Context: an optimization exercise on an open-source flow, tuned for small area, a short achievable clock period and few clock cycles per item. The choices shown serve that exercise and are no tape-out recipe.

==> run a: inputs <==
==> flow/design.v <==
package samplerz_pkg;
  localparam logic [15:0] INV_SIGMA_MAX_SQR_DIV_2 = 16'h269F;
  localparam logic [15:0] SIGMA_MIN_512  = 16'hA390;
  localparam logic [15:0] SIGMA_MIN_1024 = 16'hA62E;
  localparam logic [32*8-1:0] EXP_NEG_TABLE = {
    8'd5,   8'd6,   8'd7,   8'd8,   8'd9,   8'd10,  8'd11,  8'd13,
    8'd14,  8'd16,  8'd19,  8'd21,  8'd24,  8'd27,  8'd31,  8'd35,
    8'd39,  8'd44,  8'd50,  8'd57,  8'd65,  8'd73,  8'd83,  8'd94,
    8'd107, 8'd121, 8'd137, 8'd155, 8'd176, 8'd199, 8'd226, 8'd255
  };
endpackage
module samplerz_top (
  input  logic               clk,
  input  logic               rst_n_i,
  input  logic               start_i,
  input  logic [31:0]        mu_i,
  input  logic [15:0]        inv_sigma_prime_i,
  input  logic [15:0]        inv_sigma_sqr_div_2_i,
  input  logic               falcon_type_i,
  input  logic               rand_val_i,
  input  logic [23:0]        rand_cdt_i,
  input  logic               rand_b_i,
  input  logic [7:0]         rand_8_i,
  output logic               dout_val_o,
  output logic signed [15:0] w_o,
  output logic               request_rand_o,
  output logic               busy_o
);
  logic        busy_q;
  logic        ph1_q, ph2_q;    
  logic        take_job;
  logic        hit, acc;
  logic        v1_q, v2_q, v3_q;
  assign busy_o   = busy_q;
  assign take_job = start_i & ~busy_q;
  always_ff @(posedge clk) begin
    if (!rst_n_i) begin
      busy_q         <= 1'b0;
      ph1_q          <= 1'b0;
      ph2_q          <= 1'b0;
      v1_q           <= 1'b0;
      v2_q           <= 1'b0;
      v3_q           <= 1'b0;
      dout_val_o     <= 1'b0;
      request_rand_o <= 1'b0;
    end else begin
      busy_q         <= busy_q ? ~hit : start_i;
      ph1_q          <= take_job;
      ph2_q          <= ph1_q;
      v1_q           <= rand_val_i & busy_q & ~hit;
      v2_q           <= v1_q & ~hit;
      v3_q           <= v2_q & ~hit;
      dout_val_o     <= hit;
      request_rand_o <= v3_q & ~acc;
    end
  end
  logic [15:0] r_q, fmu_q, isq_q, r2_q;   
  logic        ft_q;
  logic [8:0]  ccs_q;
  always_ff @(posedge clk) begin
    if (take_job) begin
      r_q   <= mu_i[15:0];
      fmu_q <= mu_i[31:16];
      isq_q <= inv_sigma_sqr_div_2_i;
      ft_q  <= falcon_type_i;
    end
  end
  logic [3:0] z0_1;
  logic       b_1;
  logic [7:0] r8_1;
  logic [3:0] z0_cnt;
  logic [9:0] th;
  assign th[0] = rand_cdt_i < 24'd10745844;
  assign th[1] = rand_cdt_i < 24'd5559083;
  assign th[2] = rand_cdt_i < 24'd2260429;
  assign th[3] = rand_cdt_i < 24'd708981;
  assign th[4] = rand_cdt_i < 24'd169348;
  assign th[5] = rand_cdt_i < 24'd30538;
  assign th[6] = rand_cdt_i < 24'd4132;
  assign th[7] = rand_cdt_i < 24'd417;
  assign th[8] = rand_cdt_i < 24'd31;
  assign th[9] = rand_cdt_i < 24'd1;
  assign z0_cnt[0] = (th[0] & ~th[1]) | (th[2] & ~th[3]) | (th[4] & ~th[5]) | (th[6] & ~th[7]) | (th[8] & ~th[9]);
  assign z0_cnt[1] = (th[1] & ~th[3]) | (th[5] & ~th[7]) | th[9];
  assign z0_cnt[2] = th[3] & ~th[7];
  assign z0_cnt[3] = th[7];
  always_ff @(posedge clk) begin
    z0_1 <= z0_cnt;
    b_1  <= rand_b_i;
    r8_1 <= rand_8_i;
  end
  logic [3:0]  m;          
  logic [6:0]  zsq;
  logic [22:0] dsq_next;
  logic [22:0] mb_q;       
  logic [3:0]  z0_2;
  logic        b_2;
  logic [7:0]  r8_2;
  assign m   = z0_1 + {3'd0, b_1};
  assign zsq = m * m;
  logic [15:0] rb;
  logic [15:0] f0, f1, f2, f3;
  assign rb = r_q ^ {16{b_1}};
  assign f0 = m[0] ? rb : {16{b_1}};
  assign f1 = m[1] ? rb : {16{b_1}};
  assign f2 = m[2] ? rb : {16{b_1}};
  assign f3 = m[3] ? rb : {16{b_1}};
  assign dsq_next = {zsq, r2_q}
                  + {6'd0, f0, 1'b0} + {5'd0, f1, 2'b0} + {4'd0, f2, 3'b0} + {3'd0, f3, 4'b0}
                  + (b_1 ? 23'd6422558 : 23'd0);
  always_ff @(posedge clk) begin
    if (take_job)   mb_q <= {7'd0, mu_i[15:0]};
    else if (ph1_q) mb_q <= {7'd0, r2_q};   
    else            mb_q <= dsq_next;
    z0_2 <= z0_1;
    b_2  <= b_1;
    r8_2 <= r8_1;
  end
  logic [15:0] ma;
  logic [24:0] np2;
  logic [40:0] t;
  logic [4:0]  k_3;
  logic        ok_3;
  logic [3:0]  z0_3;
  logic        b_3;
  logic [7:0]  r8_3;
  assign ma = ph1_q ? r_q
            : ph2_q ? (ft_q ? samplerz_pkg::SIGMA_MIN_1024 : samplerz_pkg::SIGMA_MIN_512)
            : isq_q;
  logic [17:0] ax;
  logic [7:0]  one, two, neg;
  logic [23:0] bx;
  logic [24:0] row [8];
  assign ax = {1'b0, ma, 1'b0};
  assign bx = {mb_q, 1'b0};
  always_comb begin
    for (int i = 0; i < 8; i++) begin
      one[i] = ax[2*i+1] ^ ax[2*i];
      two[i] = (ax[2*i+2] & ~ax[2*i+1] & ~ax[2*i]) | (~ax[2*i+2] & ax[2*i+1] & ax[2*i]);
      neg[i] = ax[2*i+2];
      for (int j = 0; j < 24; j++) begin
        row[i][j] = ((one[i] & (j < 23 ? mb_q[j < 23 ? j : 0] : 1'b0)) | (two[i] & bx[j])) ^ neg[i];
      end
      row[i][24] = ~neg[i];
    end
  end
  always_comb begin
    case (z0_2)
      4'd1:    np2 = 25'd33544545;
      4'd2:    np2 = 25'd33514884;
      4'd3:    np2 = 25'd33465449;
      4'd4:    np2 = 25'd33396240;
      4'd5:    np2 = 25'd33307257;
      4'd6:    np2 = 25'd33198500;
      4'd7:    np2 = 25'd33069969;
      4'd8:    np2 = 25'd32921664;
      4'd9:    np2 = 25'd32753585;
      4'd10:   np2 = 25'd32565732;
      default: np2 = 25'd0;
    endcase
    if (ph1_q | ph2_q) np2 = 25'd0;
  end
  localparam logic [40:0] BOOTH_K = 41'h2_0000_0000_00 - 41'h0_0055_5500_0000;
  assign t = {16'd0, row[0]}        + {14'd0, row[1], 2'd0}  + {12'd0, row[2], 4'd0}
           + {10'd0, row[3], 6'd0}  + {8'd0, row[4], 8'd0}   + {6'd0, row[5], 10'd0}
           + {4'd0, row[6], 12'd0}  + {2'd0, row[7], 14'd0}
           + {2'd0, ma[15] ? mb_q : 23'd0, 16'd0}
           + {26'd0, neg[7], 1'b0, neg[6], 1'b0, neg[5], 1'b0, neg[4], 1'b0,
                     neg[3], 1'b0, neg[2], 1'b0, neg[1], 1'b0, neg[0]}
           + BOOTH_K
           + {np2, 16'd0};
  always_ff @(posedge clk) begin
    if (take_job)   r2_q <= inv_sigma_prime_i;
    else if (ph1_q) r2_q <= t[31:16];
    if (ph2_q) ccs_q <= (t[31:23] > 9'd256) ? 9'd256 : t[31:23];
    k_3  <= t[40] ? 5'd0 : t[33:29];
    ok_3 <= t[40] | ~|t[39:34];
    z0_3 <= z0_2;
    b_3  <= b_2;
    r8_3 <= r8_2;
  end
  logic [7:0]  ev;
  logic [17:0] prod;
  logic [4:0]  z_3;
  assign ev   = ok_3 ? samplerz_pkg::EXP_NEG_TABLE[k_3*8 +: 8] : 8'd0;
  assign prod = ev * ccs_q - {r8_3, 8'hff} - 18'd1;
  assign acc  = ~prod[17];
  assign hit  = v3_q & acc;
  assign z_3  = b_3 ? {1'b0, z0_3 + 4'd1} : 5'd0 - {1'b0, z0_3};
  always_ff @(posedge clk) begin
    if (v3_q) w_o <= fmu_q + {{11{z_3[4]}}, z_3};
  end
endmodule
==> flow/run.sh <==
#!/bin/bash
# synth_recipe.tcl (not shown) runs the flow's synth.tcl, then flattens the netlist and writes it again
# the make line also repeats each setting of config.mk as NAME=value (left out here)
make -C /OpenROAD-flow-scripts/flow DESIGN_CONFIG=/design/flow/config.mk WORK_HOME=/design/flow/orfs CLKGATE_MAP_FILE= SYNTH_SCRIPT=/design/flow/synth_recipe.tcl finish
==> flow/config.mk <==
export PLATFORM = sky130hd
export DESIGN_NAME = samplerz_top
export DESIGN_NICKNAME = samplerz_top
export VERILOG_FILES = /design/flow/design.v
export SDC_FILE = /design/flow/constraint.sdc
export NUM_CORES = 4
export LEC_CHECK = 0
export CAP_MARGIN = 20
export CORE_MARGIN = 2
export CORE_UTILIZATION = 40
export SETUP_SLACK_MARGIN = 5
export SLEW_MARGIN = 20
==> flow/constraint.sdc <==
create_clock -name core_clock -period 11.0 [get_ports {clk}]
set_input_delay 2.2000 -clock core_clock [delete_from_list [all_inputs] [get_ports {clk}]]
set_output_delay 2.2000 -clock core_clock [all_outputs]
set_load 0.01 [all_outputs]
==> run b (differences from run a) <==
--- a/flow/design.v
+++ b/flow/design.v
@@ -68,2 +68,3 @@
   logic [3:0] z0_1;
+  logic [3:0] m_1;    
   logic       b_1;
@@ -88,2 +89,3 @@
     z0_1 <= z0_cnt;
+    m_1  <= z0_cnt + {3'd0, rand_b_i};
     b_1  <= rand_b_i;
@@ -98,3 +100,3 @@
   logic [7:0]  r8_2;
-  assign m   = z0_1 + {3'd0, b_1};
+  assign m   = m_1;
   assign zsq = m * m;
@@ -118,3 +120,3 @@
   end
-  logic [15:0] ma;
+  logic [15:0] ma_next;
   logic [24:0] np2;
@@ -126,10 +128,25 @@
   logic [7:0]  r8_3;
-  assign ma = ph1_q ? r_q
-            : ph2_q ? (ft_q ? samplerz_pkg::SIGMA_MIN_1024 : samplerz_pkg::SIGMA_MIN_512)
-            : isq_q;
+  assign ma_next = take_job ? mu_i[15:0]
+                 : ph1_q ? (ft_q ? samplerz_pkg::SIGMA_MIN_1024 : samplerz_pkg::SIGMA_MIN_512)
+                 : isq_q;
   logic [17:0] ax;
-  logic [7:0]  one, two, neg;
+  logic [7:0]  one_d, two_d, neg_d;
+  logic [7:0]  one_q, two_q, neg_q;
+  logic        top_q;
+  assign ax = {1'b0, ma_next, 1'b0};
+  always_comb begin
+    for (int i = 0; i < 8; i++) begin
+      one_d[i] = ax[2*i+1] ^ ax[2*i];
+      two_d[i] = (ax[2*i+2] & ~ax[2*i+1] & ~ax[2*i]) | (~ax[2*i+2] & ax[2*i+1] & ax[2*i]);
+      neg_d[i] = ax[2*i+2];
+    end
+  end
+  always_ff @(posedge clk) begin
+    one_q <= one_d;
+    two_q <= two_d;
+    neg_q <= neg_d;
+    top_q <= ma_next[15];
+  end
   logic [23:0] bx;
-  logic [24:0] row [8];
-  assign ax = {1'b0, ma, 1'b0};
+  logic [23:0] pp [8];
   assign bx = {mb_q, 1'b0};
@@ -137,9 +154,5 @@
     for (int i = 0; i < 8; i++) begin
-      one[i] = ax[2*i+1] ^ ax[2*i];
-      two[i] = (ax[2*i+2] & ~ax[2*i+1] & ~ax[2*i]) | (~ax[2*i+2] & ax[2*i+1] & ax[2*i]);
-      neg[i] = ax[2*i+2];
       for (int j = 0; j < 24; j++) begin
-        row[i][j] = ((one[i] & (j < 23 ? mb_q[j < 23 ? j : 0] : 1'b0)) | (two[i] & bx[j])) ^ neg[i];
+        pp[i][j] = ((one_q[i] & (j < 23 ? mb_q[j < 23 ? j : 0] : 1'b0)) | (two_q[i] & bx[j])) ^ neg_q[i];
       end
-      row[i][24] = ~neg[i];
     end
@@ -162,10 +175,11 @@
   end
-  localparam logic [40:0] BOOTH_K = 41'h2_0000_0000_00 - 41'h0_0055_5500_0000;
-  assign t = {16'd0, row[0]}        + {14'd0, row[1], 2'd0}  + {12'd0, row[2], 4'd0}
-           + {10'd0, row[3], 6'd0}  + {8'd0, row[4], 8'd0}   + {6'd0, row[5], 10'd0}
-           + {4'd0, row[6], 12'd0}  + {2'd0, row[7], 14'd0}
-           + {2'd0, ma[15] ? mb_q : 23'd0, 16'd0}
-           + {26'd0, neg[7], 1'b0, neg[6], 1'b0, neg[5], 1'b0, neg[4], 1'b0,
-                     neg[3], 1'b0, neg[2], 1'b0, neg[1], 1'b0, neg[0]}
-           + BOOTH_K
+  assign t = {14'd0, ~neg_q[0], neg_q[0], neg_q[0], pp[0]}
+           + {13'd0, 1'b1, ~neg_q[1], pp[1], 1'b0, neg_q[0]}
+           + {11'd0, 1'b1, ~neg_q[2], pp[2], 1'b0, neg_q[1], 2'd0}
+           + {9'd0,  1'b1, ~neg_q[3], pp[3], 1'b0, neg_q[2], 4'd0}
+           + {7'd0,  1'b1, ~neg_q[4], pp[4], 1'b0, neg_q[3], 6'd0}
+           + {5'd0,  1'b1, ~neg_q[5], pp[5], 1'b0, neg_q[4], 8'd0}
+           + {3'd0,  1'b1, ~neg_q[6], pp[6], 1'b0, neg_q[5], 10'd0}
+           + {       2'b11, ~neg_q[7], pp[7], 1'b0, neg_q[6], 12'd0}
+           + {2'd0, top_q ? mb_q : 23'd0, 1'b0, neg_q[7], 14'd0}
            + {np2, 16'd0};
==> run c (differences from run a) <==
--- a/flow/design.v
+++ b/flow/design.v
@@ -56,3 +56,3 @@
   end
-  logic [15:0] r_q, fmu_q, isq_q, r2_q;   
+  logic [15:0] r_q, fmu_q, isq_q, isp_q, r2_q;
   logic        ft_q;
@@ -64,2 +64,3 @@
       isq_q <= inv_sigma_sqr_div_2_i;
+      isp_q <= inv_sigma_prime_i;
       ft_q  <= falcon_type_i;
@@ -93,2 +94,4 @@
   logic [6:0]  zsq;
+  logic [19:0] mr;
+  logic [22:0] mr2;
   logic [22:0] dsq_next;
@@ -100,15 +103,8 @@
   assign zsq = m * m;
-  logic [15:0] rb;
-  logic [15:0] f0, f1, f2, f3;
-  assign rb = r_q ^ {16{b_1}};
-  assign f0 = m[0] ? rb : {16{b_1}};
-  assign f1 = m[1] ? rb : {16{b_1}};
-  assign f2 = m[2] ? rb : {16{b_1}};
-  assign f3 = m[3] ? rb : {16{b_1}};
-  assign dsq_next = {zsq, r2_q}
-                  + {6'd0, f0, 1'b0} + {5'd0, f1, 2'b0} + {4'd0, f2, 3'b0} + {3'd0, f3, 4'b0}
-                  + (b_1 ? 23'd6422558 : 23'd0);
+  assign mr  = m * r_q;
+  assign mr2 = {2'd0, mr, 1'b0};
+  assign dsq_next = {zsq, r2_q} + (b_1 ? (23'd0 - mr2) : mr2);
   always_ff @(posedge clk) begin
     if (take_job)   mb_q <= {7'd0, mu_i[15:0]};
-    else if (ph1_q) mb_q <= {7'd0, r2_q};   
+    else if (ph1_q) mb_q <= {7'd0, ft_q ? samplerz_pkg::SIGMA_MIN_1024 : samplerz_pkg::SIGMA_MIN_512};
     else            mb_q <= dsq_next;
@@ -119,3 +115,4 @@
   logic [15:0] ma;
-  logic [24:0] np2;
+  logic [19:0] p2;
+  logic [38:0] pm;
   logic [40:0] t;
@@ -126,50 +123,23 @@
   logic [7:0]  r8_3;
-  assign ma = ph1_q ? r_q
-            : ph2_q ? (ft_q ? samplerz_pkg::SIGMA_MIN_1024 : samplerz_pkg::SIGMA_MIN_512)
-            : isq_q;
-  logic [17:0] ax;
-  logic [7:0]  one, two, neg;
-  logic [23:0] bx;
-  logic [24:0] row [8];
-  assign ax = {1'b0, ma, 1'b0};
-  assign bx = {mb_q, 1'b0};
-  always_comb begin
-    for (int i = 0; i < 8; i++) begin
-      one[i] = ax[2*i+1] ^ ax[2*i];
-      two[i] = (ax[2*i+2] & ~ax[2*i+1] & ~ax[2*i]) | (~ax[2*i+2] & ax[2*i+1] & ax[2*i]);
-      neg[i] = ax[2*i+2];
-      for (int j = 0; j < 24; j++) begin
-        row[i][j] = ((one[i] & (j < 23 ? mb_q[j < 23 ? j : 0] : 1'b0)) | (two[i] & bx[j])) ^ neg[i];
-      end
-      row[i][24] = ~neg[i];
-    end
-  end
+  assign ma = ph1_q ? r_q : (ph2_q ? isp_q : isq_q);
   always_comb begin
     case (z0_2)
-      4'd1:    np2 = 25'd33544545;
-      4'd2:    np2 = 25'd33514884;
-      4'd3:    np2 = 25'd33465449;
-      4'd4:    np2 = 25'd33396240;
-      4'd5:    np2 = 25'd33307257;
-      4'd6:    np2 = 25'd33198500;
-      4'd7:    np2 = 25'd33069969;
-      4'd8:    np2 = 25'd32921664;
-      4'd9:    np2 = 25'd32753585;
-      4'd10:   np2 = 25'd32565732;
-      default: np2 = 25'd0;
+      4'd1:    p2 = 20'd9887;
+      4'd2:    p2 = 20'd39548;
+      4'd3:    p2 = 20'd88983;
+      4'd4:    p2 = 20'd158192;
+      4'd5:    p2 = 20'd247175;
+      4'd6:    p2 = 20'd355932;
+      4'd7:    p2 = 20'd484463;
+      4'd8:    p2 = 20'd632768;
+      4'd9:    p2 = 20'd800847;
+      4'd10:   p2 = 20'd988700;
+      default: p2 = 20'd0;
     endcase
-    if (ph1_q | ph2_q) np2 = 25'd0;
+    if (ph1_q | ph2_q) p2 = 20'd0;
   end
-  localparam logic [40:0] BOOTH_K = 41'h2_0000_0000_00 - 41'h0_0055_5500_0000;
-  assign t = {16'd0, row[0]}        + {14'd0, row[1], 2'd0}  + {12'd0, row[2], 4'd0}
-           + {10'd0, row[3], 6'd0}  + {8'd0, row[4], 8'd0}   + {6'd0, row[5], 10'd0}
-           + {4'd0, row[6], 12'd0}  + {2'd0, row[7], 14'd0}
-           + {2'd0, ma[15] ? mb_q : 23'd0, 16'd0}
-           + {26'd0, neg[7], 1'b0, neg[6], 1'b0, neg[5], 1'b0, neg[4], 1'b0,
-                     neg[3], 1'b0, neg[2], 1'b0, neg[1], 1'b0, neg[0]}
-           + BOOTH_K
-           + {np2, 16'd0};
+  assign pm = ma * mb_q;
+  assign t  = {2'b00, pm} - {5'd0, p2, 16'd0};
   always_ff @(posedge clk) begin
-    if (take_job)   r2_q <= inv_sigma_prime_i;
-    else if (ph1_q) r2_q <= t[31:16];
+    if (ph1_q) r2_q  <= t[31:16];
     if (ph2_q) ccs_q <= (t[31:23] > 9'd256) ? 9'd256 : t[31:23];
ABC_CLOCK_PERIOD_IN_PS = 4000   (was not set)
==> notes <==
Non-clock buffer count, lowest first: run c, run b, run a. Clock skew, lowest first: run a, run b, run c. Of run c and run b, run c has the higher cell area (gap about 5%, measured against run b). Against run c, the clock-buffer cell count of run a is lower by 14. Run c passed the timing, design-rule and antenna checks. Run b went through all stages and came out clean. Run a finished clean. Routed wire length, highest first: run a, run c, run b.
Function was not checked in any run of this note: the RTL went through the layout flow alone.

[static timing again, ports no longer ideal]
The results above use ideal ports. As a check the final layouts listed here were re-extracted and re-timed, cells and wires unchanged. Step 1 (the two cells are an assumption about what drives the block):
set clk [get_ports {clk}]
set_driving_cell -lib_cell sky130_fd_sc_hd__clkbuf_16 $clk
set_driving_cell -lib_cell sky130_fd_sc_hd__buf_2 [delete_from_list [all_inputs] $clk]
Step 2 times the ports against the registers' clock, not the clock port: input delays grow and output delays shrink by t, the midpoint of the rising clock arrivals with the driver on. Slacks: no drivers / after step 1 / after step 2; pairs: no drivers / after step 1.
run	shift t [ns]	setup WS [ns]	worst setup path at the end	latest minus earliest clock arrival (ns)	cell pins on the clock port's net
run a	0.499	3.793 / 3.793 / 3.793	register to register	0.013 / 0.013	1
run b	0.597	2.679 / 2.679 / 2.679	register to register	0.020 / 0.020	1
run c	0.624	4.010 / 4.010 / 4.010	register to register	0.032 / 0.032	1
After both steps setup and hold are still met in every run listed.
